Source: an optimization exercise on an open RTL-to-GDS flow (aim: small area, a short achievable clock period and few clock cycles per item). Production flows keep margins and buffers that such runs may drop. RTL that was checked went through simulation tests only; none was proved equivalent to the original. Function not checked in runs 1 and 2: the RTL went through the layout flow alone. Power figures rest on the tool's default switching activity, not on a simulated workload.

==> flow/design.v <==
package tbs_pkg;
  localparam int unsigned ID_W    = 32;
  localparam int unsigned TOKEN_W = 16;
  localparam int unsigned EVENT_W = 3;
  localparam int unsigned LEVEL_W = 5;
  localparam int unsigned ENTRY_W = ID_W + TOKEN_W;
  localparam logic [TOKEN_W-1:0] BUCKET_RESET = 16'd10;
  localparam logic REQ_TICK   = 1'b0;
  localparam logic REQ_PACKET = 1'b1;
  typedef enum logic [EVENT_W-1:0] {
    EV_TOKEN_ADDED   = 3'd0,
    EV_TOKEN_DROPPED = 3'd1,
    EV_TOO_BIG       = 3'd2,
    EV_QUEUED        = 3'd3,
    EV_QUEUE_FULL    = 3'd4,
    EV_PASSED        = 3'd5
  } event_t;
  typedef enum logic [1:0] {
    ST_IDLE = 2'b01,
    ST_EXEC = 2'b10
  } state_t;
endpackage
module tbs_ram #(
  parameter int unsigned WIDTH = 48,
  parameter int unsigned DEPTH = 16
) (
  input  logic                     clk,
  input  logic                     we,
  input  logic [$clog2(DEPTH)-1:0] waddr,
  input  logic [WIDTH-1:0]         wdata,
  input  logic [$clog2(DEPTH)-1:0] raddr,
  output logic [WIDTH-1:0]         rdata
);
  logic [WIDTH-1:0] mem [DEPTH];
  always_ff @(posedge clk) begin
    if (we) begin
      mem[waddr] <= wdata;
    end
    rdata <= mem[raddr];
  end
endmodule
module token_bucket_shaper #(
  parameter int unsigned QUEUE_DEPTH = 16
) (
  input  logic                         clk,
  input  logic                         rst,
  input  logic                         cfg_wen,
  input  logic [tbs_pkg::TOKEN_W-1:0]  cfg_wdata,    
  input  logic                         s_tvalid,
  output logic                         s_tready,
  input  logic [47:0]                  s_tdata,      
  input  logic                         s_tuser,      
  output logic                         m_tvalid,
  input  logic                         m_tready,
  output logic [55:0]                  m_tdata,      
  output logic [3:0]                   m_tuser       
);
  localparam int unsigned IW = tbs_pkg::ID_W;
  localparam int unsigned TW = tbs_pkg::TOKEN_W;
  localparam int unsigned PW = $clog2(QUEUE_DEPTH);
  localparam int unsigned CW = $clog2(QUEUE_DEPTH + 1);
  function automatic logic [TW:0] sub_ks(input logic [TW-1:0] a, input logic [TW-1:0] b);
    logic [TW-1:0] g;
    logic [TW-1:0] p;
    logic [TW-1:0] x;
    x = a ^ ~b;
    g = a & ~b;
    p = x;
    g[0] = g[0] | p[0];
    for (int k = 1; k < TW; k = k * 2) begin
      for (int i = TW - 1; i >= k; i--) begin
        g[i] = g[i] | (p[i] & g[i-k]);
        p[i] = p[i] & p[i-k];
      end
    end
    sub_ks = {g[TW-1], x ^ {g[TW-2:0], 1'b1}};
  endfunction
  function automatic logic [TW-1:0] inc_t(input logic [TW-1:0] a);
    logic [TW-1:0] c;
    c[0] = 1'b1;
    for (int i = 1; i < TW; i++) c[i] = c[i-1] & a[i-1];
    inc_t = a ^ c;
  endfunction
  function automatic logic [CW-1:0] inc_c(input logic [CW-1:0] a);
    logic [CW-1:0] c;
    c[0] = 1'b1;
    for (int i = 1; i < CW; i++) c[i] = c[i-1] & a[i-1];
    inc_c = a ^ c;
  endfunction
  function automatic logic [CW-1:0] dec_c(input logic [CW-1:0] a);
    logic [CW-1:0] c;
    c[0] = 1'b1;
    for (int i = 1; i < CW; i++) c[i] = c[i-1] & !a[i-1];
    dec_c = a ^ c;
  endfunction
  function automatic logic [PW-1:0] inc_p(input logic [PW-1:0] a);
    logic [PW-1:0] c;
    c[0] = 1'b1;
    for (int i = 1; i < PW; i++) c[i] = c[i-1] & a[i-1];
    inc_p = a ^ c;
  endfunction
  logic               sk_v;
  logic               sk_kind;
  logic [IW-1:0]      sk_id;
  logic [TW-1:0]      sk_need;
  logic               sk_big;
  logic               in_v;
  logic               in_kind;
  logic [IW-1:0]      in_id;
  logic [TW-1:0]      in_need;
  logic               in_big;      
  logic               out_v;
  tbs_pkg::event_t    out_ev;
  logic               out_rel;
  logic [IW-1:0]      out_rid;
  logic [TW-1:0]      bucket_size;
  logic [TW-1:0]      tokens;
  logic [CW-1:0]      count;
  logic [PW-1:0]      head;
  logic [PW-1:0]      head1;       
  logic [PW-1:0]      tail;
  logic [TW-1:0]      head_need;
  logic [IW-1:0]      mem_id   [QUEUE_DEPTH];
  logic [TW-1:0]      mem_need [QUEUE_DEPTH];
  logic               accept;
  logic               fire;
  logic               in_load;
  logic               q_empty;
  logic               q_full;
  logic [TW-1:0]      s_need;
  logic               s_big;
  logic [TW:0]        s_cmp;
  logic               is_tick;
  logic [TW-1:0]      tok_p1;
  logic [TW:0]        dif_h;       
  logic [TW:0]        dif_h1;      
  logic [TW:0]        dif_n;       
  logic [TW:0]        dif_b;       
  logic               lt;
  logic               tick_rel;
  logic               pass;
  logic               push;
  logic               pop;
  logic [TW-1:0]      tokens_next;
  tbs_pkg::event_t    ev_next;
  logic               rel_next;
  logic [IW-1:0]      rid_next;
  logic [TW-1:0]      next_need;
  logic [IW-1:0]      head_id;
  assign s_tready = !sk_v;
  assign accept   = s_tvalid && !sk_v;
  assign fire     = in_v && (!out_v || m_tready);
  assign in_load  = !in_v || fire;
  assign q_empty  = (count == '0);
  assign q_full   = count[CW-1];
  assign s_need   = s_tdata[tbs_pkg::ENTRY_W-1:IW];
  assign s_cmp    = sub_ks(bucket_size, s_need);
  assign s_big    = !s_cmp[TW];
  assign is_tick  = (in_kind == tbs_pkg::REQ_TICK);
  assign tok_p1   = inc_t(tokens);
  assign dif_h    = sub_ks(tokens, head_need);
  assign dif_h1   = sub_ks(tok_p1, head_need);
  assign dif_n    = sub_ks(tokens, in_need);
  assign dif_b    = sub_ks(tokens, bucket_size);
  assign lt       = !dif_b[TW];
  assign tick_rel = !q_empty && (lt ? dif_h1[TW] : dif_h[TW]);
  assign pass     = !in_big && q_empty && dif_n[TW];
  assign pop      = is_tick && tick_rel;
  assign push     = !is_tick && !in_big && !pass && !q_full;
  always_comb begin
    if (is_tick) begin
      ev_next  = lt ? tbs_pkg::EV_TOKEN_ADDED : tbs_pkg::EV_TOKEN_DROPPED;
      rel_next = tick_rel;
      rid_next = tick_rel ? head_id : '0;
    end else begin
      rel_next = pass;
      rid_next = pass ? in_id : '0;
      if (in_big)      ev_next = tbs_pkg::EV_TOO_BIG;
      else if (pass)   ev_next = tbs_pkg::EV_PASSED;
      else if (q_full) ev_next = tbs_pkg::EV_QUEUE_FULL;
      else             ev_next = tbs_pkg::EV_QUEUED;
    end
  end
  always_comb begin
    if (is_tick) begin
      if (lt) tokens_next = tick_rel ? dif_h1[TW-1:0] : tok_p1;
      else    tokens_next = tick_rel ? dif_h[TW-1:0]  : tokens;
    end else begin
      tokens_next = pass ? dif_n[TW-1:0] : tokens;
    end
  end
  always_comb begin
    next_need = '0;
    head_id   = '0;
    for (int i = 0; i < QUEUE_DEPTH; i++) begin
      next_need = next_need | (mem_need[i] & {TW{head1 == PW'(i)}});
      head_id   = head_id   | (mem_id[i]   & {IW{head  == PW'(i)}});
    end
  end
  always_ff @(posedge clk) begin
    if (rst) begin
      sk_v        <= 1'b0;
      in_v        <= 1'b0;
      out_v       <= 1'b0;
      bucket_size <= tbs_pkg::BUCKET_RESET;
      tokens      <= '0;
      count       <= '0;
      head        <= '0;
      head1       <= PW'(1);
      tail        <= '0;
    end else begin
      if (cfg_wen) begin
        bucket_size <= cfg_wdata;
      end
      if (sk_v) begin
        if (in_load) sk_v <= 1'b0;
      end else begin
        if (accept && !in_load) sk_v <= 1'b1;
      end
      if (in_load) begin
        in_v <= sk_v || accept;
      end
      if (fire) begin
        out_v <= 1'b1;
      end else if (m_tready) begin
        out_v <= 1'b0;
      end
      if (fire) begin
        tokens <= tokens_next;
        if (push) begin
          count <= inc_c(count);
          tail  <= inc_p(tail);
        end
        if (pop) begin
          count <= dec_c(count);
          head  <= head1;
          head1 <= inc_p(head1);
        end
      end
    end
  end
  always_ff @(posedge clk) begin
    if (!sk_v) begin
      sk_kind <= s_tuser;
      sk_id   <= s_tdata[IW-1:0];
      sk_need <= s_need;
      sk_big  <= s_big;
    end
    if (in_load) begin
      if (sk_v) begin
        in_kind <= sk_kind;
        in_id   <= sk_id;
        in_need <= sk_need;
        in_big  <= sk_big;
      end else begin
        in_kind <= s_tuser;
        in_id   <= s_tdata[IW-1:0];
        in_need <= s_need;
        in_big  <= s_big;
      end
    end
    if (fire) begin
      out_ev  <= ev_next;
      out_rel <= rel_next;
      out_rid <= rid_next;
      if (pop) begin
        head_need <= next_need;
      end else if (q_empty) begin
        head_need <= in_need;
      end
    end
    if (!q_full) begin
      mem_id[tail]   <= in_id;
      mem_need[tail] <= in_need;
    end
  end
  assign m_tvalid = out_v;
  assign m_tdata  = {3'b000, count, tokens, out_rid};
  assign m_tuser  = {out_rel, out_ev};
endmodule
==> flow/run.sh <==
#!/bin/bash
# synth_recipe.tcl (not shown) runs the flow's synth.tcl, then flattens the netlist and writes it again
# the make line also repeats each setting of config.mk as NAME=value (left out here)
make -C /OpenROAD-flow-scripts/flow DESIGN_CONFIG=/design/flow/config.mk WORK_HOME=/design/flow/orfs CLKGATE_MAP_FILE= SYNTH_SCRIPT=/design/flow/synth_recipe.tcl finish
==> flow/config.mk <==
export PLATFORM = sky130hd
export DESIGN_NAME = token_bucket_shaper
export DESIGN_NICKNAME = token_bucket_shaper
export VERILOG_FILES = /design/flow/design.v
export SDC_FILE = /design/flow/constraint.sdc
export NUM_CORES = 4
export LEC_CHECK = 0
export CAP_MARGIN = 20
export CORE_MARGIN = 2
export CORE_UTILIZATION = 60
export SETUP_SLACK_MARGIN = 3.5
export SLEW_MARGIN = 20
export TNS_END_PERCENT = 10
==> flow/constraint.sdc <==
create_clock -name core_clock -period 5.5 [get_ports {clk}]
set_input_delay 1.1000 -clock core_clock [delete_from_list [all_inputs] [get_ports {clk}]]
set_output_delay 1.1000 -clock core_clock [all_outputs]
set_load 0.01 [all_outputs]
==> results.txt, run 1 <==
status=finished clean; Worst Setup End Kind=flop; Hold Vio Cnt, Final=0; number of inserted diodes=0; Worst EP arrival=5.32 ns; initial antenna violation count=1; number of global-route vias before repair=24000; Ys Warns=1; Vias=24500; worst slew pin tran=1.18 ns; CP required=6.04 ns; DRT iter0 DRCs=3231; Post-Syn Area=0.0385 mm2; Tmin final=4.78 ns; Clock transition at path regs=0.06 ns; Area after DPL=0.0412 mm2; Seq pwr share=52.6%; final slew viol count=0; DR vias/cell=6.74; crit path cell chain=ha_4 -> ha_4 -> ha_4 -> ha_4 -> ha_4 -> ha_4 -> ha_4 -> ha_4 -> ha_4 -> ha_4 -> ha_4 -> ha_4 -> ha_4 -> ha_4 -> xor2_1 -> ha_1 -> buf_4 -> a221o_2 -> mux2_4 -> buf_12 -> a31oi_4 -> a21oi_1 -> mux2_2; P_sw=3420 uW; power per cell area=342 mW/mm2; final wirelength=113000 um; CTS tree=done; Mapped Cells=2474; Tot GR Track Use=33.5%; # port buffers=128; filler cell count in the final layout=3910; ranking of synthesized cells by area=edfxtp_1 68%, dfxtp_1 5.3%, a22oi_1 3.6%, ha_1 3.3%, a221oi_1 2.4%; Core Region=0.0632 mm2; CP dominant cell by count=ha_4; Worst VDD drop=0.327 mV; largest net degree at the start of global routing=69; relative slew slack=21.2%; Die Area=0.0661 mm2; Post-CTS Hold Buffers=0; crit path kind=reg -> reg; CP peak stage delay=0.45 ns; Synth top area share=67.9%; die extent in y=257 um; DRC=0; Initial Util=60.8%; most numerous cell in the Yosys netlist=edfxtp_1; share of cells above drive strength 1=18.5%; Clock Sinks=972; clk_skew=0.0341 ns; Yosys reg bits=972; EDFF count, synth=870; area occupied by multi-input gates=0.0106 mm2; leading area contributor after synthesis=edfxtp_1; final setup TNS=0 ns; Area Overhead vs Synth=19.5%; gr ovfl total=0; max_cap viols=0; global-route wire length before repair=161000 um; top_reg_cell synth=edfxtp_1; RD Place Congestion=0.920; clock power share=41.3%; I/O pin count=132; Avg Inst Size Synth=15.5 um2; WL per Instance=30.9 um; RSZ-0062 raised after global routing=true; crit path max fanout=8; Sw Ratio=21.8%; number of CTS-inserted buffers=95; clk root buf=clkbuf_16; final instance area=0.0459 mm2; ys async rst share=0%; Die Wd=257 um; NumNets Final=2886; dpl hpwl=60000 um; Tcrit/Tclk final=86.9%; CTS max path bufs=3; drt first pass iters=5; H-tree depth=3; Comb pwr share=6.0%; post-synthesis sequential area ratio=73.3%; Storage cell area=0.0282 mm2; fmax=209 MHz; CP Launch Type=flop; commonest cells in the synthesized netlist=870 x edfxtp_1, 185 x a22oi_1, 114 x nor2_1, 111 x clkbuf_1, 106 x a221oi_1; Slowest-stage cell, CP=a221o_2; internal power=12300 uW; Final Util=72.7%; row cnt=92; Clock Latency Late Sink=0.66 ns; Final Setup Violations=0; post-synth cell types=68; Worst Hold Class=reg -> reg; Leakage=0.0157 uW; final antenna-violating net count=0
## repair_timing
action,4_1_cts,5_1_grt
setup endpoints to repair,959,1001
resized for setup,88,116
gates cloned,7,0
hold endpoints to repair,0,0
pin swaps,39,46
setup buffers,51,23
## stage by stage
| stage | hold WS (ns) | instances | setup WS, ns | total power, uW |
|---|---|---|---|---|
| after global placement | 0.444 | 3379 | 0.486 | 9190 |
| after floorplan | 0.431 | 2476 | 0.864 | 8880 |
| after detailed placement | 0.456 | 3379 | 0.373 | 9210 |
| after CTS | 0.472 | 3613 | 0.735 | 15700 |
| after global routing | 0.489 | 3636 | 0.596 | 16100 |
| final | 0.470 | 3636 | 0.722 | 15700 |
## routing by layer
layer / up-vias / GRT usage, % / share of wire [%]
met4: 0 / 8.37 / 2.3
met3: 192 / 6.26 / 11
met5: - / 0 / 0
met2: 1463 / 51.7 / 46
met1: 12400 / 49.8 / 40
li1: 10400 / - / -
## cells in the final DEF (no fill, tap or decap), drive strengths merged, types with 8 or more instances in the layout
cell / count
edfxtp: 870
a22oi: 185
buf: 143
clkbuf: 120
clkdlybuf4s50: 115
nor2: 114
a221oi: 106
dfxtp: 102
ha: 102
a22o: 101
inv: 80
nand2: 72
a21oi: 71
o21ai: 70
nand4: 52
nand3: 50
clkinv: 42
nor3: 41
mux2: 38
a21o: 25
mux2i: 23
xnor2: 23
and2: 20
nor2b: 19
a32o: 17
o21a: 16
xor2: 15
nand2b: 15
and3: 15
dlymetal6s2s: 10
a211oi: 9
o31ai: 9
a311oi: 9
bufinv: 8
## power groups by stage
stage / Combinational [uW] / Clock (uW) / Sequential (uW)
after global placement: 748 / 0 / 8440
after global routing: 1020 / 6840 / 8280
after CTS: 864 / 6530 / 8270
final: 950 / 6490 / 8270
after floorplan: 475 / 0 / 8410
after detailed placement: 759 / 0 / 8450
## area by class of cell
class                      count  share of cell area, %
sequential                   972                   61.4
multi-input combinational   1298                   23.0
timing repair buffer         268                   5.90
clock buffer                 120                   5.62
tap                          846                   2.30
clock inverter                56                   1.16
inverter                      76                  0.626
## worst paths after layout
kind | startpoint | end | slack [ns] | cells past startpoint
setup / recovery | tokens[1]$_SDFFE_PP0P_ | count[3]$_SDFFE_PP0P_ | 0.72 | 23
hold / removal | sk_id[2]$_DFF_P_ | sk_id[2]$_DFF_P_ | 0.47 | 1
setup reg to reg | tokens[1]$_SDFFE_PP0P_ | count[3]$_SDFFE_PP0P_ | 0.72 | 23
hold reg to reg | sk_id[2]$_DFF_P_ | sk_id[2]$_DFF_P_ | 0.47 | 1
## cells by family (layout without fill, tap and decap cells)
| kind of cell | after synthesis | after routing | share of synthesized area [%] |
|---|---|---|---|
| DFF | 972 | 972 | 73.3 |
| AOI/OAI and AO/OA | 670 | 670 | 13.1 |
| and+or+nand+nor | 419 | 421 | 5.40 |
| buffers and inverters | 208 | 520 | 2.13 |
| adders and majority gates | 105 | 105 | 3.48 |
| muxes | 61 | 61 | 1.75 |
| xor gates and xnor gates | 38 | 38 | 0.866 |
| other | 1 | 3 | 0.00975 |
## state kept, by name (all words and copies together) (netlist names), 32 cells and up
signal    count
mem_id      512
mem_need    256
in_id        32
out_rid      32
sk_id        32
## worst max-delay path, delay by kind of cell, from the launching register on
family                     cells  cell delay [ns]
adders and majority gates     15             2.40
muxes                          2             0.63
xor gates and xnor gates       1             0.15
DFF                            1             0.35
buffers and inverters          2             0.33
AOI/OAI and AO/OA              3             0.72
==> run 2, diff against run 1 <==
--- a/flow/config.mk
+++ b/flow/config.mk
@@ -11,3 +11,2 @@
 export SETUP_SLACK_MARGIN = 3.5
 export SLEW_MARGIN = 20
-export TNS_END_PERCENT = 10
==> run 2 against run 1 <==
  * Hold slack lost 0.0022 ns
  * Setup slack lost 0.080 ns
  * Clock skew shrank 0.0047 ns
  * Final cell count grew 1.3%
  * Combinational power grew 6%
  * Power grew 1.3%
  * Wire length grew 3.0%
  * Fmax shrank 1.7%
  * Core utilization grew 0.79 points
  * Area after synthesis is the same
  * Synthesized cell count is the same
  * Clock power grew 2%
==> results.txt, run 2 <==
Synth top area share=67.9% (unchanged); share of cells above drive strength 1=22.8% (was 18.5%); CTS tree=done (unchanged); FF-to-FF setup slack=0.64 ns (was 0.72 ns); NumNets Final=2932 (was 2886); final antenna-violating net count=0 (unchanged); Initial Util=60.8% (unchanged); post-synthesis sequential area ratio=73.3% (unchanged); relative slew slack=19.0% (was 21.2%); Post-Syn Area=0.0385 mm2 (unchanged); initial antenna violation count=2 (was 1); DRT iter0 DRCs=3097 (was 3231); most frequent cells in the layout=870 x edfxtp_1, 185 x a22oi_1, 123 x buf_4 (was 870 x edfxtp_1, 185 x a22oi_1, 115 x clkdlybuf4s50_1); most common cell after layout, fill and taps aside=edfxtp_1 (unchanged); row cnt=92 (unchanged); Clock Latency Late Sink=0.67 ns (was 0.66 ns); Yosys reg bits=972 (unchanged); pre-CTS setup slack=0.308 ns (was 0.373 ns); die extent in y=257 um (unchanged); CP peak stage delay=0.41 ns (was 0.45 ns); Hold Vio Cnt, Final=0 (unchanged); RSZ-0062 raised after global routing=true (unchanged); Avg Inst Size Synth=15.5 um2 (unchanged); CP dominant cell by count=ha_4 (unchanged); WL per Instance=31.4 um (was 30.9 um); H-tree depth=3 (unchanged); max_cap viols=0 (unchanged); RD Place Congestion=0.915 (was 0.920); power per cell area=343 mW/mm2 (was 342 mW/mm2); Worst VDD drop=0.288 mV (was 0.327 mV); DR vias/cell=6.77 (was 6.74); CP required=5.90 ns (was 6.04 ns); gr ovfl total=0 (unchanged); largest net degree at the start of global routing=66 (was 69); global-route wire length before repair=164000 um (was 161000 um); fmax=206 MHz (was 209 MHz); final setup TNS=0 ns (unchanged); ys async rst share=0% (unchanged); clk_skew=0.0294 ns (was 0.0341 ns); most numerous cell in the Yosys netlist=edfxtp_1 (unchanged); Ys Warns=1 (unchanged); Worst Setup End Kind=flop (unchanged); worst slew pin tran=1.21 ns (was 1.18 ns); crit path cell chain=ha_4 -> ha_4 -> ha_4 -> ha_4 -> ha_4 -> ha_4 -> ha_4 -> ha_4 -> ha_4 -> ha_4 -> ha_4 -> ha_4 -> ha_4 -> ha_4 -> xor2_1 -> ha_1 -> and4_1 -> a221o_2 -> mux2_4 -> buf_12 -> nand2_8 -> clkbuf_16 -> o21ai_1 (was ha_4 -> ha_4 -> ha_4 -> ha_4 -> ha_4 -> ha_4 -> ha_4 -> ha_4 -> ha_4 -> ha_4 -> ha_4 -> ha_4 -> ha_4 -> ha_4 -> xor2_1 -> ha_1 -> buf_4 -> a221o_2 -> mux2_4 -> buf_12 -> a31oi_4 -> a21oi_1 -> mux2_2); post-synth cell types=68 (unchanged); Vias=25000 (was 24500); crit path kind=reg -> reg (unchanged); ranking of synthesized cells by area=edfxtp_1 68%, dfxtp_1 5.3%, a22oi_1 3.6%, ha_1 3.3%, a221oi_1 2.4% (unchanged); Leakage=0.0160 uW (was 0.0157 uW); Die Wd=257 um (unchanged); leading area contributor after synthesis=edfxtp_1 (unchanged); # port buffers=128 (unchanged); Tmin final=4.86 ns (was 4.78 ns); final wirelength=116000 um (was 113000 um); DRC=0 (unchanged); Die Area=0.0661 mm2 (unchanged); filler cell count in the final layout=3950 (was 3910); final setup margin=0.642 ns (was 0.722 ns); crit path max fanout=8 (unchanged); Largest regs=mem_id (512), mem_need (256) (unchanged); CTS max path bufs=3 (unchanged); Worst EP arrival=5.26 ns (was 5.32 ns); I/O pin count=132 (unchanged); clk root buf=clkbuf_16 (unchanged); CP Launch Type=flop (unchanged); number of CTS-inserted buffers=95 (unchanged); Tcrit/Tclk final=88.3% (was 86.9%); EDFF count, synth=870 (unchanged); Area Overhead vs Synth=20.8% (was 19.5%); Worst Hold Class=reg -> reg (unchanged); Core Region=0.0632 mm2 (unchanged); final slew viol count=0 (unchanged); Mapped Cells=2474 (unchanged); number of inserted diodes=0 (unchanged); number of flip-flops under the largest register name=512 (unchanged); status=finished clean (unchanged); Tot GR Track Use=34.7% (was 33.5%); top_reg_cell synth=edfxtp_1 (unchanged); drt first pass iters=8 (was 5); commonest cells in the synthesized netlist=870 x edfxtp_1, 185 x a22oi_1, 114 x nor2_1, 111 x clkbuf_1, 106 x a221oi_1 (unchanged); dpl hpwl=60200 um (was 60000 um); Clock transition at path regs=0.06 ns (about the same); Clock Sinks=972 (unchanged); Slowest-stage cell, CP=a221o_2 (unchanged); largest reg by FF count=mem_id (unchanged); number of global-route vias before repair=24100 (was 24000); Final Setup Violations=0 (unchanged)
run 2: metal layers:
layer	part of all wire [%]	GRT usage [%]	wire length, um
met5	0.058	0	67
met4	3.1	10.0	3600
met3	13	9.41	14800
met2	45	53.3	52600
met1	39	49.2	44900
run 2: final cells by class:
cell class                      instances  area, um2  share of cell area (%)
Clock buffer                          121       2670                    5.75
Clock inverter                         58        563                    1.21
Inverter                               76        304                   0.655
Multi-Input combinational cell       1304      10600                    22.9
Sequential cell                       972      28300                    60.8
Tap cell                              846       1060                    2.28
Timing Repair Buffer                  308       2970                    6.39
run 2: per-stage QoR:
| stage | hold WS, ns | total power, uW | util [%] | instance area (um2) | std cells |
|---|---|---|---|---|---|
| 2_1_floorplan | 0.431 | 8900 | - | 39000 | 2476 |
| 3_3_place_gp | 0.444 | 9210 | 65.4 | 41300 | 3381 |
| 3_5_place_dp | 0.454 | 9230 | 65.4 | 41300 | 3381 |
| 4_1_cts | 0.471 | 15900 | 72.6 | 45900 | 3659 |
| 5_1_grt | 0.481 | 16300 | 73.5 | 46400 | 3685 |
| 6_report | 0.468 | 15900 | 73.5 | 46400 | 3685 |
run 2: path summary, 6_finish.rpt:
kind | endpoint | cells after the start | startpoint
worst min register to register | sk_need[12]$_DFF_P_ | 2 | sk_need[12]$_DFF_P_
worst min-delay path | sk_need[12]$_DFF_P_ | 2 | sk_need[12]$_DFF_P_
worst max register to register | out_rid[0]$_DFFE_PP_ | 23 | tokens[0]$_SDFFE_PP0P_
worst max-delay path | out_rid[0]$_DFFE_PP_ | 23 | tokens[0]$_SDFFE_PP0P_
run 2: logic make-up after synthesis:
group / count (synthesis) / share of synthesized area (%)
flops: 972 / 73.3
buf+inv: 208 / 2.13
fa+ha+maj: 105 / 3.48
compound gates: 670 / 13.1
other cells: 1 / 0.00975
simple gates: 419 / 5.40
mux: 61 / 1.75
xor+xnor: 38 / 0.866
run 2: what timing repair did:
item,4_1_cts,5_1_grt
endpoints found under the setup margin,927,269
hold buffers,0,0
pin swaps,47,43
gates cloned,13,2
resized for setup,437,85
setup buffers,86,24
run 2: power by group:
part	switching, uW	internal, uW	leakage, uW
combinational	549	457	0.00559
clock	2810	3830	0.00158
sequential	120	8150	0.00886
total	3480	12400	0.0160
run 2: critical path, delay by kind of cell (launching register included):
family,cells,cell delay (ns)
fa+ha+maj,15,2.49
compound gates,2,0.49
buf+inv,2,0.37
flops,1,0.36
simple gates,2,0.35
mux,1,0.33
xor+xnor,1,0.15
==> run 3, diff against run 2 <==
--- a/flow/design.v
+++ b/flow/design.v
@@ -76,8 +76,30 @@
     sub_ks = {g[TW-1], x ^ {g[TW-2:0], 1'b1}};
   endfunction
+  function automatic logic [2*TW+1:0] sub_cs(input logic [TW-1:0] a, input logic [TW-1:0] b);
+    logic [TW-1:0] g;
+    logic [TW-1:0] p;
+    logic [TW-1:0] x;
+    x = a ^ ~b;
+    g = a & ~b;
+    p = x;
+    for (int k = 1; k < TW; k = k * 2) begin
+      for (int i = TW - 1; i >= k; i--) begin
+        g[i] = g[i] | (p[i] & g[i-k]);
+        p[i] = p[i] & p[i-k];
+      end
+    end
+    sub_cs = {g[TW-1], x ^ {g[TW-2:0], 1'b0},
+              g[TW-1] | p[TW-1], x ^ ({g[TW-2:0], 1'b0} | {p[TW-2:0], 1'b1})};
+  endfunction
+  function automatic logic [TW-1:0] dec_t(input logic [TW-1:0] a);
+    logic [TW-1:0] c;
+    c[0] = 1'b1;
+    for (int i = 1; i < TW; i++) c[i] = ~|(a & ((TW'(1) << i) - 1'b1));
+    dec_t = a ^ c;
+  endfunction
   function automatic logic [TW-1:0] inc_t(input logic [TW-1:0] a);
     logic [TW-1:0] c;
     c[0] = 1'b1;
-    for (int i = 1; i < TW; i++) c[i] = c[i-1] & a[i-1];
+    for (int i = 1; i < TW; i++) c[i] = &(a | ~((TW'(1) << i) - 1'b1));
     inc_t = a ^ c;
   endfunction
@@ -85,5 +107,5 @@
     logic [CW-1:0] c;
     c[0] = 1'b1;
-    for (int i = 1; i < CW; i++) c[i] = c[i-1] & a[i-1];
+    for (int i = 1; i < CW; i++) c[i] = &(a | ~((CW'(1) << i) - 1'b1));
     inc_c = a ^ c;
   endfunction
@@ -91,5 +113,5 @@
     logic [CW-1:0] c;
     c[0] = 1'b1;
-    for (int i = 1; i < CW; i++) c[i] = c[i-1] & !a[i-1];
+    for (int i = 1; i < CW; i++) c[i] = ~|(a & ((CW'(1) << i) - 1'b1));
     dec_c = a ^ c;
   endfunction
@@ -97,5 +119,5 @@
     logic [PW-1:0] c;
     c[0] = 1'b1;
-    for (int i = 1; i < PW; i++) c[i] = c[i-1] & a[i-1];
+    for (int i = 1; i < PW; i++) c[i] = &(a | ~((PW'(1) << i) - 1'b1));
     inc_p = a ^ c;
   endfunction
@@ -120,5 +142,6 @@
   logic [PW-1:0]      head1;       
   logic [PW-1:0]      tail;
-  logic [TW-1:0]      head_need;
+  logic [TW-1:0]      head_need_m1;    
+  logic               head_need_z;     
   logic [IW-1:0]      mem_id   [QUEUE_DEPTH];
   logic [TW-1:0]      mem_need [QUEUE_DEPTH];
@@ -133,6 +156,7 @@
   logic               is_tick;
   logic [TW-1:0]      tok_p1;
-  logic [TW:0]        dif_h;       
-  logic [TW:0]        dif_h1;      
+  logic [2*TW+1:0]    dif_hh;      
+  logic               ge_h;
+  logic               ge_h1;
   logic [TW:0]        dif_n;       
   logic [TW:0]        dif_b;       
@@ -159,10 +183,11 @@
   assign is_tick  = (in_kind == tbs_pkg::REQ_TICK);
   assign tok_p1   = inc_t(tokens);
-  assign dif_h    = sub_ks(tokens, head_need);
-  assign dif_h1   = sub_ks(tok_p1, head_need);
+  assign dif_hh   = sub_cs(tokens, head_need_m1);
+  assign ge_h     = dif_hh[2*TW+1] || head_need_z;
+  assign ge_h1    = dif_hh[TW] || head_need_z;
   assign dif_n    = sub_ks(tokens, in_need);
   assign dif_b    = sub_ks(tokens, bucket_size);
   assign lt       = !dif_b[TW];
-  assign tick_rel = !q_empty && (lt ? dif_h1[TW] : dif_h[TW]);
+  assign tick_rel = !q_empty && (lt ? ge_h1 : ge_h);
   assign pass     = !in_big && q_empty && dif_n[TW];
   assign pop      = is_tick && tick_rel;
@@ -184,6 +209,6 @@
   always_comb begin
     if (is_tick) begin
-      if (lt) tokens_next = tick_rel ? dif_h1[TW-1:0] : tok_p1;
-      else    tokens_next = tick_rel ? dif_h[TW-1:0]  : tokens;
+      if (lt) tokens_next = tick_rel ? dif_hh[TW-1:0]      : tok_p1;
+      else    tokens_next = tick_rel ? dif_hh[2*TW:TW+1]   : tokens;
     end else begin
       tokens_next = pass ? dif_n[TW-1:0] : tokens;
@@ -265,7 +290,9 @@
       out_rid <= rid_next;
       if (pop) begin
-        head_need <= next_need;
+        head_need_m1 <= dec_t(next_need);
+        head_need_z  <= (next_need == '0);
       end else if (q_empty) begin
-        head_need <= in_need;
+        head_need_m1 <= dec_t(in_need);
+        head_need_z  <= (in_need == '0);
       end
     end
--- a/flow/config.mk
+++ b/flow/config.mk
@@ -11,2 +11,3 @@
 export SETUP_SLACK_MARGIN = 3.5
 export SLEW_MARGIN = 20
+export TNS_END_PERCENT = 10
==> run 3 against run 2 <==
  * Wire length rose by 0.73%
  * Critical path depth shrank 8
  * Die area increased by 2.0%
  * Clock skew down 0.0030 ns
  * Cell area up 3.3%
  * Sequential share of layout area decreased by 1.9 points
  * Largest power group unchanged
  * Clock-buffer cell count fell by 2
  * Sequential power about the same
  * Area after synthesis increased by 2.0%
  * Non-clock buffer count is 50 higher
  * Highest routed layer unchanged
  * Global-route usage is 0.29 points lower
==> results.txt, run 3 <==
Area Overhead vs Synth=22.3% (was 20.8%); Leakage=0.0166 uW (was 0.0160 uW); Yosys reg bits=973 (was 972); FF-to-FF setup slack=2.34 ns (was 0.64 ns); Slowest-stage cell, CP=dfxtp_4 (was a221o_2); Ys Warns=1 (unchanged); H-tree depth=3 (unchanged); RD Place Congestion=0.908 (was 0.915); status=finished clean (unchanged); clock power share=40.9% (was 41.7%); ranking of synthesized cells by area=edfxtp_1 67%, dfxtp_1 5.2%, a22o_1 3.8%, a221oi_1 3.4%, ha_1 2.7% (was edfxtp_1 68%, dfxtp_1 5.3%, a22oi_1 3.6%, ha_1 3.3%, a221oi_1 2.4%); NumNets Final=3014 (was 2932); commonest cells in the synthesized netlist=871 x edfxtp_1, 169 x a22o_1, 151 x a221oi_1, 102 x dfxtp_1, 100 x nand2_1 (was 870 x edfxtp_1, 185 x a22oi_1, 114 x nor2_1, 111 x clkbuf_1, 106 x a221oi_1); max_cap viols=0 (unchanged); Tmin final=3.16 ns (was 4.86 ns); Vias=25700 (was 25000); Final Setup Violations=0 (unchanged); internal power=12400 uW (about the same); initial antenna violation count=1 (was 2); top_reg_cell synth=edfxtp_1 (unchanged); final antenna-violating net count=0 (unchanged); Worst Setup End Kind=flop (unchanged); CP Launch Type=flop (unchanged); Post-CTS Hold Buffers=0 (unchanged); Clock Sinks=973 (was 972); power per cell area=331 mW/mm2 (was 343 mW/mm2); clk root buf=clkbuf_16 (unchanged); Synth top area share=66.7% (was 67.9%); P_sw=3490 uW (was 3480 uW); number of global-route vias before repair=24800 (was 24100); Largest regs=mem_id (512), mem_need (256) (unchanged); CTS tree=done (unchanged); final slew viol count=0 (unchanged); share of cells above drive strength 1=24.0% (was 22.8%); Avg Inst Size Synth=15.5 um2 (about the same); number of inserted diodes=0 (unchanged); Worst Hold Class=reg -> reg (unchanged); Reg2Reg Depth=15 (was 23); largest reg by FF count=mem_id (unchanged); # port buffers=128 (unchanged); CTS max path bufs=3 (unchanged); drt first pass iters=8 (unchanged); final setup TNS=0 ns (unchanged); Mapped Cells=2534 (was 2474); Hold Vio Cnt, Final=0 (unchanged); row cnt=93 (was 92); Clock transition at path regs=0.06 ns (about the same); CP peak stage delay=0.41 ns (about the same); leading area contributor after synthesis=edfxtp_1 (unchanged); DRT iter0 DRCs=3500 (was 3097); fmax=316 MHz (was 206 MHz); crit path max fanout=16 (was 8); Hold Crit Depth=1 (was 2); Tot GR Track Use=34.4% (was 34.7%); worst slew pin tran=1.07 ns (was 1.21 ns); hold_ws=0.470 ns (was 0.468 ns); Worst EP arrival=3.57 ns (was 5.26 ns); number of CTS-inserted buffers=95 (unchanged); I/O pin count=132 (unchanged); post-synth cell types=94 (was 68); Die Wd=260 um (was 257 um); final instance area=0.0480 mm2 (was 0.0464 mm2); most frequent cells in the layout=871 x edfxtp_1, 165 x a22o_1, 158 x buf_4 (was 870 x edfxtp_1, 185 x a22oi_1, 123 x buf_4); Core Region=0.0646 mm2 (was 0.0632 mm2); DR vias/cell=6.77 (about the same); post-synthesis sequential area ratio=71.9% (was 73.3%); Sw Ratio=22.0% (was 21.9%); Area after DPL=0.0418 mm2 (was 0.0413 mm2); clk_skew=0.0264 ns (was 0.0294 ns); Post-Syn Area=0.0392 mm2 (was 0.0385 mm2); crit path kind=reg -> reg (unchanged); Die Area=0.0674 mm2 (was 0.0661 mm2); Initial Util=60.7% (was 60.8%); filler cell count in the final layout=3888 (was 3950); Seq pwr share=52.3% (was 52.0%); ys async rst share=0% (unchanged); relative slew slack=28.5% (was 19.0%); largest net degree at the start of global routing=66 (unchanged); Clock Latency Late Sink=0.66 ns (was 0.67 ns); Tcrit/Tclk final=57.5% (was 88.3%); die extent in y=260 um (was 257 um); DRC=0 (unchanged); Comb pwr share=6.8% (was 6.3%); RSZ-0062 raised after global routing=true (unchanged); dpl hpwl=61100 um (was 60200 um); most numerous cell in the Yosys netlist=edfxtp_1 (unchanged); crit path cell chain=inv_6 -> ha_4 -> buf_12 -> buf_16 -> a222oi_1 -> nand2_1 -> and3_4 -> a2111o_1 -> nor4_4 -> buf_6 -> and2_4 -> ha_4 -> xor2_1 -> nand2_1 -> o21ai_1 (was ha_4 -> ha_4 -> ha_4 -> ha_4 -> ha_4 -> ha_4 -> ha_4 -> ha_4 -> ha_4 -> ha_4 -> ha_4 -> ha_4 -> ha_4 -> ha_4 -> xor2_1 -> ha_1 -> and4_1 -> a221o_2 -> mux2_4 -> buf_12 -> nand2_8 -> clkbuf_16 -> o21ai_1); final wirelength=117000 um (was 116000 um); gr ovfl total=0 (unchanged); number of flip-flops under the largest register name=512 (unchanged); Worst VDD drop=0.306 mV (was 0.288 mV); global-route wire length before repair=167000 um (was 164000 um); EDFF count, synth=871 (was 870); most common cell after layout, fill and taps aside=edfxtp_1 (unchanged); WL per Instance=30.8 um (was 31.4 um); CP required=5.91 ns (was 5.90 ns)
run 3: cell count changes after synthesis, moves of 24 or more:
| cell | previous run | this run |
|---|---|---|
| a221oi_1 | 106 | 151 |
| buf_2 | 4 | 29 |
| mux2i_1 | 22 | 46 |
| nand2_1 | 70 | 100 |
| a22oi_1 | 185 | 34 |
| a22o_1 | 101 | 169 |
run 3: power groups by stage:
stage	Clock [uW]	Combinational, uW	Sequential (uW)
2_1_floorplan	0	497	8430
3_3_place_gp	0	733	8480
3_5_place_dp	0	742	8490
4_1_cts	6530	962	8300
5_1_grt	6810	1150	8310
6_report	6490	1080	8300
run 3: path summary, 6_finish.rpt:
| kind | startpoint | end |
|---|---|---|
| worst max register to register | head1[1]$_SDFFE_PP0P_ | head_need_m1[9]$_DFFE_PP_ |
| worst max-delay path | head1[1]$_SDFFE_PP0P_ | head_need_m1[9]$_DFFE_PP_ |
| worst min register to register | sk_id[19]$_DFF_P_ | sk_id[19]$_DFF_P_ |
| worst min-delay path | sk_id[19]$_DFF_P_ | sk_id[19]$_DFF_P_ |
run 3: worst max-delay path, delay by kind of cell (launching register included):
family          cells  cell delay (ns)
xor+xnor            1             0.06
compound gates      3             0.77
fa+ha+maj           2             0.30
buf+inv             4             0.53
flops               1             0.41
simple gates        5             0.83
run 3: what timing repair did:
item	in CTS	in global routing
cloned	10	2
buffers inserted	121	49
gates resized for setup	208	145
endpoints found under the setup margin	1032	925
pin swaps	64	79
run 3: layer usage:
metal / vias to the layer above / GRT usage, % / share of wire [%]
met5: - / 0 / 0.011
met4: 2 / 10.5 / 3.3
met3: 237 / 6.67 / 11
met2: 1575 / 53.2 / 46
met1: 13000 / 50.2 / 40
li1: 10900 / - / -
run 3: final cells by class:
| type | count | area [um2] | area share, % |
|---|---|---|---|
| clock buffers | 119 | 2540 | 5.29 |
| inverters | 93 | 369 | 0.769 |
| multi-input cells | 1336 | 11500 | 24.0 |
| repair buffers | 358 | 3610 | 7.53 |
| clock inverters | 59 | 567 | 1.18 |
| flip-flops and latches | 973 | 28300 | 59.0 |
| well taps | 855 | 1070 | 2.23 |
run 3: stage by stage:
stage	setup WS, ns	utilization (%)	instances	total power, uW
CTS	2.27	72.9	3742	15800
finish	2.34	74.3	3793	15900
global route	2.17	74.3	3793	16300
global placement	1.61	64.7	3432	9210
floorplan	1.87	-	2536	8920
detailed placement	1.54	64.7	3433	9230
run 3: kinds of logic after synthesis:
group,count (synthesis),synth area share (%)
adder cells (fa/ha/maj),87,2.81
buffers and inverters,231,2.50
multiplexers,95,2.73
AND/OR/NAND/NOR,430,5.59
AO/OA/AOI/OAI,659,13.2
XOR/XNOR,58,1.30
other,1,0.00956
flip-flops,973,71.9
Testbench counts of run 3, summed over its fixed seeds: cycles 16,080, items 16,000.
==> run 4, diff against run 3 <==
--- a/flow/config.mk
+++ b/flow/config.mk
@@ -6,4 +6,5 @@
 export NUM_CORES = 4
 export LEC_CHECK = 0
+export ABC_AREA = 1
 export CAP_MARGIN = 20
 export CORE_MARGIN = 2
==> run 4 against run 3 <==
  * Setup slack better by 0.32 ns
  * Largest power group unchanged
  * Clock-buffer cell count grew 4
  * Power rose by 1.0%
  * Clock skew grew 0.019 ns
  * Critical path type unchanged
  * Clock power grew 2%
  * Critical path depth rose by 1
  * Area after synthesis rose by 1.9%
==> results.txt, run 4 <==
Vias=28200 (was 25700); share of cells above drive strength 1=17.1% (was 24.0%); final slew viol count=0 (unchanged); Inst Count DP=4242 (was 3433); die extent in y=262 um (was 260 um); ranking of synthesized cells by area=edfxtp_1 65%, nand2_1 8.8%, dfxtp_1 5.1%, ha_1 2.7%, inv_1 2.4% (was edfxtp_1 67%, dfxtp_1 5.2%, a22o_1 3.8%, a221oi_1 3.4%, ha_1 2.7%); CTS tree=done (unchanged); I/O pin count=132 (unchanged); most common cell after layout, fill and taps aside=nand2_1 (was edfxtp_1); crit path kind=reg -> reg (unchanged); clk root buf=clkbuf_16 (unchanged); Tot GR Track Use=35.9% (was 34.4%); Die Wd=262 um (was 260 um); Worst VDD drop=0.320 mV (was 0.306 mV); Hold Vio Cnt, Final=0 (unchanged); Sw Ratio=22.5% (was 22.0%); relative slew slack=24.2% (was 28.5%); leading area contributor after synthesis=edfxtp_1 (unchanged); Initial Util=60.7% (about the same); Seq pwr share=52.0% (was 52.3%); EDFF count, synth=871 (unchanged); Final Setup Violations=0 (unchanged); row cnt=94 (was 93); Largest regs=mem_id (512), mem_need (256) (unchanged); Tmin final=2.84 ns (was 3.16 ns); number of flip-flops under the largest register name=512 (unchanged); P_sw=3610 uW (was 3490 uW); final setup TNS=0 ns (unchanged); clock power share=41.5% (was 40.9%); WL per Instance=26.8 um (was 30.8 um); Worst EP arrival=3.25 ns (was 3.57 ns); commonest cells in the synthesized netlist=934 x nand2_1, 871 x edfxtp_1, 257 x inv_1, 186 x nor2_1, 139 x a21oi_1 (was 871 x edfxtp_1, 169 x a22o_1, 151 x a221oi_1, 102 x dfxtp_1, 100 x nand2_1); non-filler cells in the finished layout=4584 (was 3793); RSZ-0062 raised after global routing=true (unchanged); largest reg by FF count=mem_id (unchanged); Mapped Cells=3316 (was 2534); internal power=12400 uW (about the same); H-tree depth=3 (unchanged); Yosys reg bits=973 (unchanged); crit path max fanout=6 (was 16); Area after DPL=0.0423 mm2 (was 0.0418 mm2); Core Region=0.0659 mm2 (was 0.0646 mm2); NumNets Final=3793 (was 3014); DRC=0 (unchanged); Leakage=0.0185 uW (was 0.0166 uW); clk_skew=0.0453 ns (was 0.0264 ns); power per cell area=330 mW/mm2 (was 331 mW/mm2); most frequent cells in the layout=872 x nand2_1, 871 x edfxtp_1, 237 x inv_1 (was 871 x edfxtp_1, 165 x a22o_1, 158 x buf_4); Die Area=0.0687 mm2 (was 0.0674 mm2); RD Place Congestion=0.917 (was 0.908); PnR Total Power=16000 uW (was 15900 uW); final antenna-violating net count=0 (unchanged); Post-Syn Area=0.0400 mm2 (was 0.0392 mm2); ys async rst share=0% (unchanged); # port buffers=128 (unchanged); Post-CTS Hold Buffers=0 (unchanged); DRT iter0 DRCs=3499 (was 3500); Comb pwr share=6.5% (was 6.8%); Worst Setup End Kind=flop (unchanged); number of global-route vias before repair=27400 (was 24800); Worst Hold Class=reg -> reg (unchanged); largest net degree at the start of global routing=68 (was 66); Ys Warns=1 (unchanged); hold_ws=0.444 ns (was 0.470 ns); max_cap viols=0 (unchanged); Tcrit/Tclk final=51.7% (was 57.5%); global-route wire length before repair=177000 um (was 167000 um); post-synthesis sequential area ratio=70.6% (was 71.9%); Synth top area share=65.5% (was 66.7%); Clock Sinks=973 (unchanged); final wirelength=123000 um (was 117000 um); Clock transition at path regs=0.07 ns (was 0.06 ns); worst slew pin tran=1.14 ns (was 1.07 ns); post-synth cell types=55 (was 94); drt first pass iters=5 (was 8); DR vias/cell=6.15 (was 6.77); Avg Inst Size Synth=12.0 um2 (was 15.5 um2); Clock Latency Late Sink=0.67 ns (was 0.66 ns); final instance area=0.0487 mm2 (was 0.0480 mm2); CP Launch Type=flop (unchanged); Area Overhead vs Synth=21.8% (was 22.3%); fmax=352 MHz (was 316 MHz); CP required=5.91 ns (about the same); gr ovfl total=0 (unchanged); dpl hpwl=66000 um (was 61100 um); CTS max path bufs=3 (unchanged); status=finished clean (unchanged); initial antenna violation count=3 (was 1); top_reg_cell synth=edfxtp_1 (unchanged); most numerous cell in the Yosys netlist=nand2_1 (was edfxtp_1); number of CTS-inserted buffers=95 (unchanged)
run 4: cell count changes after synthesis, moves of 66 or more:
cell | previous run | this run
a21oi_1 | 73 | 139
nor2_1 | 96 | 186
inv_1 | 91 | 257
a221oi_1 | 151 | 72
a22o_1 | 169 | 69
nand2_1 | 100 | 934
nand3_1 | 36 | 114
run 4: critical path: stages (launching register included):
cell,delay (ns)
dfxtp_4,0.38
ha_4,0.20
buf_4,0.15
nand3_4,0.11
inv_8,0.04
buf_12,0.13
a221oi_2,0.26
nor3b_4,0.33
ha_4,0.21
nand3_4,0.09
nor2_4,0.21
buf_6,0.14
nand2_1,0.05
nand2_1,0.05
nand2_1,0.06
nand2_1,0.08
nand2_2,0.08
run 4: power groups by stage:
stage / Sequential (uW) / Clock, uW / Combinational (uW)
2_1_floorplan: 8480 / 0 / 480
3_3_place_gp: 8520 / 0 / 784
3_5_place_dp: 8540 / 0 / 789
4_1_cts: 8350 / 6670 / 978
5_1_grt: 8360 / 6980 / 1120
6_report: 8350 / 6650 / 1040
run 4: worst paths after layout:
kind	slack, ns	endpoint	cells past startpoint	start
setup / recovery	2.66	head_need_m1[10]$_DFFE_PP_	16	head1[1]$_SDFFE_PP0P_
hold / removal	0.44	sk_id[30]$_DFF_P_	2	sk_id[30]$_DFF_P_
setup reg to reg	2.66	head_need_m1[10]$_DFFE_PP_	16	head1[1]$_SDFFE_PP0P_
hold reg to reg	0.44	sk_id[30]$_DFF_P_	2	sk_id[30]$_DFF_P_
run 4: kinds of logic (layout without fill, tap and decap cells):
kind of cell / count (synthesis) / count (layout) / synth area share, %
mux: 4 / 4 / 0.100
flops: 973 / 973 / 70.6
xor+xnor: 42 / 42 / 0.921
buf+inv: 391 / 783 / 4.13
other cells: 1 / 4 / 0.00939
simple gates: 1383 / 1392 / 14.4
fa+ha+maj: 87 / 87 / 2.76
compound gates: 435 / 435 / 7.08
run 4: final cells by class:
cell class,instances,area (um2)
Fill cell,4250,17200
Multi-Input combinational cell,1963,11600
Inverter,285,1240
Antenna cell,1,2.50
Tap cell,864,1080
Clock buffer,123,2550
Timing Repair inverter,6,78.8
Timing Repair Buffer,312,3240
Sequential cell,973,28300
Clock inverter,57,661
run 4: per-stage QoR:
stage          util [%]  worst slack, ns
6_report           73.9             2.66
5_1_grt            73.9             2.55
4_1_cts            72.9             2.77
3_5_place_dp       64.2             1.88
3_3_place_gp       64.2             2.06
2_1_floorplan         -             2.85
run 4: metal layers:
metal	vias to the layer above	GRT usage, %	part of all wire, %
met1	13700	50.8	39
met2	1824	56.7	46
li1	12300	-	-
met3	313	6.67	11
met5	-	0	0.022
met4	4	11.9	3.3
run 4: what timing repair did:
action / in CTS / in global routing
pin swaps: 87 / 45
cloned: 22 / 2
buffers inserted: 108 / 29
endpoints found under the setup margin: 927 / 941
resized for setup: 359 / 116
==> run 5, diff against run 4 <==
--- a/flow/design.v
+++ b/flow/design.v
@@ -145,5 +145,6 @@
   logic               head_need_z;     
   logic [IW-1:0]      mem_id   [QUEUE_DEPTH];
-  logic [TW-1:0]      mem_need [QUEUE_DEPTH];
+  logic [TW-1:0]      mem_need_m1 [QUEUE_DEPTH];    
+  logic               mem_need_z  [QUEUE_DEPTH];    
   logic               accept;
   logic               fire;
@@ -170,5 +171,8 @@
   logic               rel_next;
   logic [IW-1:0]      rid_next;
-  logic [TW-1:0]      next_need;
+  logic [TW-1:0]      next_need_m1;
+  logic               next_need_z;
+  logic [TW-1:0]      in_need_m1;
+  logic               in_need_z;
   logic [IW-1:0]      head_id;
   assign s_tready = !sk_v;
@@ -215,9 +219,13 @@
     end
   end
+  assign in_need_m1 = dec_t(in_need);
+  assign in_need_z  = (in_need == '0);
   always_comb begin
-    next_need = '0;
+    next_need_m1 = '0;
+    next_need_z  = 1'b0;
     head_id   = '0;
     for (int i = 0; i < QUEUE_DEPTH; i++) begin
-      next_need = next_need | (mem_need[i] & {TW{head1 == PW'(i)}});
+      next_need_m1 = next_need_m1 | (mem_need_m1[i] & {TW{head1 == PW'(i)}});
+      next_need_z  = next_need_z  | (mem_need_z[i]  & (head1 == PW'(i)));
       head_id   = head_id   | (mem_id[i]   & {IW{head  == PW'(i)}});
     end
@@ -290,14 +298,15 @@
       out_rid <= rid_next;
       if (pop) begin
-        head_need_m1 <= dec_t(next_need);
-        head_need_z  <= (next_need == '0);
+        head_need_m1 <= next_need_m1;
+        head_need_z  <= next_need_z;
       end else if (q_empty) begin
-        head_need_m1 <= dec_t(in_need);
-        head_need_z  <= (in_need == '0);
+        head_need_m1 <= in_need_m1;
+        head_need_z  <= in_need_z;
       end
     end
     if (!q_full) begin
       mem_id[tail]   <= in_id;
-      mem_need[tail] <= in_need;
+      mem_need_m1[tail] <= in_need_m1;
+      mem_need_z[tail]  <= in_need_z;
     end
   end
--- a/flow/config.mk
+++ b/flow/config.mk
@@ -10,5 +10,6 @@
 export CORE_MARGIN = 2
 export CORE_UTILIZATION = 60
+export CTS_CLUSTER_DIAMETER = 100
+export CTS_CLUSTER_SIZE = 30
 export SETUP_SLACK_MARGIN = 3.5
 export SLEW_MARGIN = 20
-export TNS_END_PERCENT = 10
==> run 5 against run 4 <==
  * Global-route usage is 0.59 points lower
  * Die area is 0.46% lower
  * Sequential share of layout area is 1.9 points higher
  * Sequential cell count is 16 higher
  * Register-to-register slack better by 0.08 ns
  * Wire length is 0.24% higher
  * Via count is 2.0% lower
  * Non-clock buffer count is 51 higher
  * Area after synthesis is 0.47% lower
  * Clock skew is 0.011 ns lower
  * Critical path depth is 2 lower
  * First-iteration DRC count is 8.7% higher
  * Largest power group unchanged
==> results.txt, run 5 <==
Worst Setup End Kind=flop (unchanged); largest net degree at the start of global routing=69 (was 68); internal power=10200 uW (was 12400 uW); Tot GR Track Use=35.3% (was 35.9%); P_sw=3110 uW (was 3610 uW); share of cells above drive strength 1=21.9% (was 17.1%); H-tree depth=2 (was 3); DRC=0 (unchanged); Seq pwr share=63.6% (was 52.0%); final slew viol count=0 (unchanged); gr ovfl total=0 (unchanged); Post-Syn Area=0.0398 mm2 (was 0.0400 mm2); ranking of synthesized cells by area=edfxtp_1 67%, nand2_1 7.3%, dfxtp_1 5.1%, inv_1 2.6%, ha_1 2.5% (was edfxtp_1 65%, nand2_1 8.8%, dfxtp_1 5.1%, ha_1 2.7%, inv_1 2.4%); met3 Usage GRT=6.87% (was 6.67%); Ys Warns=1 (unchanged); Clock Sinks=989 (was 973); most frequent cells in the layout=887 x edfxtp_1, 673 x nand2_1, 217 x inv_1 (was 872 x nand2_1, 871 x edfxtp_1, 237 x inv_1); met2 Track Usage GR=55.8% (was 56.7%); row cnt=94 (unchanged); power per cell area=278 mW/mm2 (was 330 mW/mm2); Post-CTS Hold Buffers=0 (unchanged); Largest regs=mem_id (512), mem_need_m1 (256) (was mem_id (512), mem_need (256)); status=finished clean (unchanged); most common cell after layout, fill and taps aside=edfxtp_1 (was nand2_1); relative slew slack=36.2% (was 24.2%); drt first pass iters=7 (was 5); WL per Instance=28.1 um (was 26.8 um); DRT iter0 DRCs=3803 (was 3499); final wirelength=123000 um (about the same); clk root buf=clkbuf_16 (unchanged); HP Start=sk_id[19]$_DFF_P_ (was sk_id[30]$_DFF_P_); Comb pwr share=9.1% (was 6.5%); Synth top area share=67.0% (was 65.5%); Clock transition at path regs=0.12 ns (was 0.07 ns); dpl hpwl=65500 um (was 66000 um); Die Area=0.0684 mm2 (was 0.0687 mm2); GRT met1 Usage=50.4% (was 50.8%); top_reg_cell synth=edfxtp_1 (unchanged); I/O pin count=132 (unchanged); NumNets Final=3649 (was 3793); Initial Util=60.5% (was 60.7%); Tcrit/Tclk final=50.1% (was 51.7%); Die Wd=261 um (was 262 um); ys async rst share=0% (unchanged); largest reg by FF count=mem_id (unchanged); Avg Inst Size Synth=12.6 um2 (was 12.0 um2); DR vias/cell=6.29 (was 6.15); most numerous cell in the Yosys netlist=edfxtp_1 (was nand2_1); Sw Ratio=23.3% (was 22.5%); initial antenna violation count=1 (was 3); Hold Vio Cnt, Final=0 (unchanged); global-route wire length before repair=172000 um (was 177000 um); Worst Hold Class=reg -> reg (unchanged); post-synthesis sequential area ratio=72.1% (was 70.6%); RD Place Congestion=0.889 (was 0.917); fmax=363 MHz (was 352 MHz); Tmin final=2.76 ns (was 2.84 ns); number of CTS-inserted buffers=39 (was 95); worst slew pin tran=0.957 ns (was 1.14 ns); clock power share=27.3% (was 41.5%); CTS tree=done (unchanged); Core Region=0.0657 mm2 (was 0.0659 mm2); PnR Total Power=13300 uW (was 16000 uW); CTS max path bufs=3 (unchanged); Clock Latency Late Sink=0.64 ns (was 0.67 ns); Area Overhead vs Synth=20.7% (was 21.8%); Worst EP arrival=3.18 ns (was 3.25 ns); # port buffers=128 (unchanged); RSZ-0062 raised after global routing=true (unchanged); commonest cells in the synthesized netlist=887 x edfxtp_1, 774 x nand2_1, 277 x inv_1, 142 x nor2_1, 138 x a21oi_1 (was 934 x nand2_1, 871 x edfxtp_1, 257 x inv_1, 186 x nor2_1, 139 x a21oi_1); final setup TNS=0 ns (unchanged); number of global-route vias before repair=25600 (was 27400); final antenna-violating net count=0 (unchanged); Critical Path Start=head_need_m1[1]$_DFFE_PP_ (was head1[1]$_SDFFE_PP0P_); Worst VDD drop=0.379 mV (was 0.320 mV); Final Setup Violations=0 (unchanged); Leakage=0.0178 uW (was 0.0185 uW); die extent in y=261 um (was 262 um); Worst R2R Start=head_need_m1[1]$_DFFE_PP_ (was head1[1]$_SDFFE_PP0P_); clk_skew=0.0339 ns (was 0.0453 ns); CP Launch Type=flop (unchanged); Yosys reg bits=989 (was 973); number of inserted diodes=0 (was 1); CP required=5.92 ns (was 5.91 ns); Vias=27600 (was 28200); Mapped Cells=3167 (was 3316); crit path max fanout=6 (unchanged); leading area contributor after synthesis=edfxtp_1 (unchanged); crit path kind=reg -> reg (unchanged); post-synth cell types=54 (was 55); EDFF count, synth=887 (was 871); max_cap viols=0 (unchanged); gr busiest metal=met2 (unchanged); number of flip-flops under the largest register name=512 (unchanged)
[run 5: changes by cell type in the layout (fill, tap and decap cells not counted), moves of 27 or more]
cell	previous run	this run
buf_2	0	30
buf_6	20	78
clkbuf_16	96	41
clkdlybuf4s50_1	95	54
dlygate4sd2_1	30	3
nand2_1	872	673
nor2_1	145	95
[run 5: power by group through the flow]
stage,clock (uW),combinational [uW],sequential (uW)
floorplan,0,526,8610
global placement,0,845,8640
detailed placement,0,851,8660
CTS,3650,1040,8480
global route,3880,1300,8500
finish,3650,1220,8490
[run 5: worst max-delay path, stage by stage, from the launching register on]
cell and delay (ns):
edfxtp_1 0.50, buf_6 0.17, fa_2 0.39, o21ai_4 0.18, nand2_2 0.06, nand2_2 0.08, nand2_2 0.05, nand2_2 0.08
nor2_4 0.04, nand2_4 0.15, nand3_4 0.12, buf_12 0.16, buf_16 0.15, buf_4 0.15, a31oi_4 0.22
[run 5: metrics by stage]
step	setup WS (ns)	instances	util, %	hold slack, ns	area, um2
6_report	2.74	4390	73.0	0.467	48000
5_1_grt	2.67	4390	73.0	0.485	48000
4_1_cts	2.78	4321	70.0	0.465	46100
3_5_place_dp	1.78	4096	64.5	0.435	42400
3_3_place_gp	1.74	4096	64.5	0.428	42400
2_1_floorplan	2.87	3169	-	0.412	40300
[run 5: repair_timing]
item | 4_1_cts | 5_1_grt
pin swaps | 63 | 77
buffers inserted | 123 | 62
resized for setup | 569 | 350
setup endpoints to repair | 1245 | 1011
cloned | 31 | 7
[run 5: worst paths after layout]
kind | endpoint | slack (ns) | cells past startpoint
max | head_need_m1[11]$_DFFE_PP_ | 2.74 | 14
min | sk_id[19]$_DFF_P_ | 0.47 | 2
max reg2reg | head_need_m1[11]$_DFFE_PP_ | 2.74 | 14
min reg2reg | sk_id[19]$_DFF_P_ | 0.47 | 2
[run 5: final cells by class]
| type | instances | area (um2) |
|---|---|---|
| fillers | 4273 | 17700 |
| well taps | 864 | 1080 |
| repair inverters | 10 | 213 |
| flip-flops and latches | 989 | 28800 |
| inverters | 288 | 1220 |
| repair buffers | 363 | 3740 |
| clock buffers | 67 | 1100 |
| clock inverters | 4 | 66.3 |
| multi-input cells | 1805 | 11800 |
[run 5: cell families (layout without fill, tap and decap cells)]
logic type               count (synthesis)  in the layout  synth area share [%]
adder cells (fa/ha/maj)                 83             83                  2.65
AO/OA/AOI/OAI                          503            503                  8.40
AND/OR/NAND/NOR                       1159           1180                  12.1
buffers and inverters                  396            732                  3.92
other                                    1              3               0.00943
multiplexers                             1              1                0.0252
flip-flops                             989            989                  72.1
XOR/XNOR                                35             35                 0.771
[run 5: routing by layer]
metal  vias to the layer above  wire length [um]
met5                         -                 0
met4                         0              4900
met3                       308             13900
met2                      1637             56800
met1                     13700             47600
li1                      12000                 -
Testbench counts of run 5, summed over its fixed seeds: cycles 16,080, items 16,000.
==> run 6, diff against run 5 <==
--- a/flow/config.mk
+++ b/flow/config.mk
@@ -10,6 +10,4 @@
 export CORE_MARGIN = 2
 export CORE_UTILIZATION = 60
-export CTS_CLUSTER_DIAMETER = 100
-export CTS_CLUSTER_SIZE = 30
 export SETUP_SLACK_MARGIN = 3.5
 export SLEW_MARGIN = 20
==> run 6 against run 5 <==
  * Highest routed layer is now met5
  * First-iteration DRC count fell by 0.45%
  * Clock skew up 0.044 ns
  * Die area did not move
  * Non-clock buffer count is 8 lower
  * Critical endpoint is now count[3]$_SDFFE_PP0P_
==> results.txt, run 6 <==
GRT met1 Usage=50.2% (was 50.4%); area occupied by multi-input gates=0.0114 mm2 (was 0.0118 mm2); most frequent cells in the layout=887 x edfxtp_1, 712 x nand2_1, 221 x inv_1 (was 887 x edfxtp_1, 673 x nand2_1, 217 x inv_1); crit path cell chain=inv_1 -> ha_1 -> a21oi_1 -> nand2_1 -> nand2_1 -> nand2_1 -> nand2_2 -> nand3_2 -> nand2_4 -> nand3_4 -> buf_12 -> buf_8 -> nand2_2 -> nand2_2 -> a21oi_2 -> nor2_1 (was buf_6 -> fa_2 -> o21ai_4 -> nand2_2 -> nand2_2 -> nand2_2 -> nand2_2 -> nor2_4 -> nand2_4 -> nand3_4 -> buf_12 -> buf_16 -> buf_4 -> a31oi_4); worst hold endpoint=sk_id[21]$_DFF_P_ (was sk_id[19]$_DFF_P_); FF-to-FF setup slack=2.81 ns (was 2.74 ns); Post-Syn Area=0.0398 mm2 (unchanged); most numerous cell in the Yosys netlist=edfxtp_1 (unchanged); # port buffers=128 (unchanged); Worst EP arrival=3.20 ns (was 3.18 ns); Avg Inst Size Synth=12.6 um2 (unchanged); Initial Util=60.5% (unchanged); max_cap viols=0 (unchanged); initial antenna violation count=0 (was 1); Die Area=0.0684 mm2 (unchanged); worst slew pin tran=0.996 ns (was 0.957 ns); WL per Instance=27.5 um (was 28.1 um); share of cells above drive strength 1=21.7% (was 21.9%); Hold Vio Cnt, Final=0 (unchanged); final wirelength=123000 um (about the same); RSZ-0062 raised after global routing=true (unchanged); power per cell area=329 mW/mm2 (was 278 mW/mm2); CP required=6.01 ns (was 5.92 ns); CTS tree=done (unchanged); status=finished clean (unchanged); CP Launch Type=flop (unchanged); Slowest-stage cell, CP=dfxtp_2 (was edfxtp_1); row cnt=94 (unchanged); crit path max fanout=7 (was 6); post-synthesis sequential area ratio=72.1% (unchanged); HP Start=sk_id[21]$_DFF_P_ (was sk_id[19]$_DFF_P_); Vias=28100 (was 27600); most common cell after layout, fill and taps aside=edfxtp_1 (unchanged); Final Util=74.9% (was 73.0%); number of global-route vias before repair=26300 (was 25600); Post-CTS Hold Buffers=0 (unchanged); EDFF count, synth=887 (unchanged); leading area contributor after synthesis=edfxtp_1 (unchanged); largest reg by FF count=mem_id (unchanged); Final Setup Violations=0 (unchanged); Worst VDD drop=0.331 mV (was 0.379 mV); number of inserted diodes=0 (unchanged); crit path kind=reg -> reg (unchanged); met2 Track Usage GR=55.5% (was 55.8%); Tot GR Track Use=35.5% (was 35.3%); Ys Warns=1 (unchanged); Yosys reg bits=989 (unchanged); relative slew slack=33.5% (was 36.2%); commonest cells in the synthesized netlist=887 x edfxtp_1, 774 x nand2_1, 277 x inv_1, 142 x nor2_1, 138 x a21oi_1 (unchanged); final antenna-violating net count=0 (unchanged); Hold Crit Depth=2 (unchanged); number of CTS-inserted buffers=96 (was 39); DRT iter0 DRCs=3786 (was 3803); Reg2Reg Depth=16 (was 14); Area Overhead vs Synth=23.8% (was 20.7%); CP bufs+invs=3 (was 4); number of flip-flops under the largest register name=512 (unchanged); ys async rst share=0% (unchanged); ranking of synthesized cells by area=edfxtp_1 67%, nand2_1 7.3%, dfxtp_1 5.1%, inv_1 2.6%, ha_1 2.5% (unchanged); DR vias/cell=6.25 (was 6.29); Clock transition at path regs=0.06 ns (was 0.12 ns); Worst Setup End Kind=flop (unchanged); Crit Reg-Reg Endpoint=count[3]$_SDFFE_PP0P_ (was head_need_m1[11]$_DFFE_PP_); global-route wire length before repair=173000 um (was 172000 um); RD Place Congestion=0.889 (unchanged); Area after DPL=0.0424 mm2 (unchanged); CTS max path bufs=3 (unchanged); CP peak stage delay=0.36 ns (was 0.50 ns); post-synth cell types=54 (unchanged); Largest regs=mem_id (512), mem_need_m1 (256) (unchanged); final instance area=0.0492 mm2 (was 0.0480 mm2); CP delay by family, top=simple AND/OR/NAND/NOR gates (was buffers and inverters); gr busiest metal=met2 (unchanged); Mapped Cells=3167 (unchanged); Storage cell area=0.0288 mm2 (about the same); Tcrit/Tclk final=48.9% (was 50.1%); final slew viol count=0 (unchanged); met3 Usage GRT=7.28% (was 6.87%); I/O pin count=132 (unchanged); Core Region=0.0657 mm2 (unchanged); filler cell count in the final layout=4102 (was 4273); NumNets Final=3695 (was 3649); Tmin final=2.69 ns (was 2.76 ns); final setup TNS=0 ns (unchanged); DRC=0 (unchanged); Clock Latency Late Sink=0.70 ns (was 0.64 ns); dpl hpwl=65500 um (unchanged); clk root buf=clkbuf_16 (unchanged); Leakage=0.0183 uW (was 0.0178 uW); fmax=372 MHz (was 363 MHz); top_reg_cell synth=edfxtp_1 (unchanged); Clock Sinks=989 (unchanged); Die Wd=261 um (unchanged); Worst R2R Start=bucket_size[3]$_SDFFE_PP1P_ (was head_need_m1[1]$_DFFE_PP_); H-tree depth=3 (was 2); die extent in y=261 um (unchanged); largest net degree at the start of global routing=69 (unchanged); Synth top area share=67.0% (unchanged); gr ovfl total=0 (unchanged); Worst Hold Class=reg -> reg (unchanged); drt first pass iters=6 (was 7); clk_skew=0.0780 ns (was 0.0339 ns)
[run 6: cell types whose count changed in the layout (fill, tap and decap cells not counted), moves of 10 or more]
cell	before	now
o21ai_2	38	17
o21ai_1	24	45
nand2_1	673	712
nand2_2	50	40
clkinv_2	1	18
clkinv_1	3	19
nand2_4	51	22
clkbuf_16	41	97
[run 6: worst max path at each step]
stage          slack, ns                    endpoint  cells past startpoint                         from
4_1_cts             2.84  head_need_m1[14]$_DFFE_PP_                     16    head_need_m1[0]$_DFFE_PP_
3_3_place_gp        1.74  head_need_m1[14]$_DFFE_PP_                      8        head1[0]$_SDFFE_PP1P_
6_report            2.81       count[3]$_SDFFE_PP0P_                     16  bucket_size[3]$_SDFFE_PP1P_
5_1_grt             2.70       count[3]$_SDFFE_PP0P_                     19    head_need_m1[0]$_DFFE_PP_
3_5_place_dp        1.78      tokens[2]$_SDFFE_PP0P_                     17    head_need_m1[0]$_DFFE_PP_
2_1_floorplan       2.87   head_need_m1[0]$_DFFE_PP_                      7                     m_tready
[run 6: logic make-up (layout without fill, tap and decap cells)]
family | Yosys count | in the layout | share of synthesized area [%]
AND/OR/NAND/NOR | 1159 | 1180 | 12.1
flip-flops | 989 | 989 | 72.1
AO/OA/AOI/OAI | 503 | 503 | 8.40
buffers and inverters | 396 | 829 | 3.92
adder cells (fa/ha/maj) | 83 | 83 | 2.65
XOR/XNOR | 35 | 35 | 0.771
other | 1 | 3 | 0.00943
multiplexers | 1 | 1 | 0.0252
[run 6: cell type report]
type | count | area share, %
well taps | 864 | 2.20
clock inverters | 50 | 1.04
flip-flops and latches | 989 | 58.5
repair buffers | 355 | 7.13
repair inverters | 7 | 0.163
multi-input cells | 1805 | 23.2
inverters | 288 | 2.48
clock buffers | 129 | 5.30
[run 6: tightest hold or removal path: stages (launching register included)]
cell and delay (ns):
dfxtp_1 0.30, nand2_1 0.04, nand2_1 0.07
[run 6: metrics by stage]
step / total power (uW) / hold slack (ns) / instances / setup WS (ns)
floorplan: 9130 / 0.412 / 3169 / 2.87
global placement: 9490 / 0.428 / 4096 / 1.74
detailed placement: 9510 / 0.435 / 4096 / 1.78
CTS: 16100 / 0.451 / 4425 / 2.84
global route: 16600 / 0.477 / 4487 / 2.70
finish: 16200 / 0.453 / 4487 / 2.81
[run 6: layer usage]
metal  share of wire [%]  wire [um]  up-vias
met3                  12      14500      360
li1                    -          -    12200
met2                  46      57000     1820
met1                  38      47000    13700
met5               0.015         18        -
met4                 3.9       4840        2
[run 6: power breakdown]
| part | internal [uW] | switching [uW] | leakage (uW) |
|---|---|---|---|
| combinational | 468 | 719 | 0.00774 |
| sequential | 8360 | 141 | 0.00905 |
| clock | 3650 | 2850 | 0.00152 |
[run 6: what timing repair did]
| item | CTS | global route |
|---|---|---|
| buffers inserted | 125 | 56 |
| resized for setup | 594 | 197 |
| pin swaps | 68 | 56 |
| gates cloned | 25 | 6 |
| setup endpoints to repair | 1242 | 850 |

## afterwards: timing with drivers on the ports
The flow's constraints put no driver on any port. The routed layouts listed below were extracted and timed again, unchanged, in two steps. Step 1 sets driving cells, clkbuf_16 on the clock port and buf_2 on the other inputs (assumed; they add their load-dependent delay and slew). Step 2, shift: input delay + t, output delay - t, t = (earliest + latest rising clock arrival at the registers) / 2. This alone moves slack from input paths to output paths. Slacks: no drivers / after step 1 / after step 2; pairs: no drivers / after step 1.
run	t (ns)	slack for setup (ns)
run 1	0.708	0.722 / 0.722 / 0.722
run 2	0.720	0.642 / 0.642 / 0.642
run 3	0.716	2.337 / 2.337 / 2.169
run 4	0.708	2.659 / 2.659 / 2.240
run 5	0.689	2.744 / 2.744 / 2.655
run 6	0.727	2.811 / 2.811 / 2.704
After both steps setup and hold are still met in every run listed.
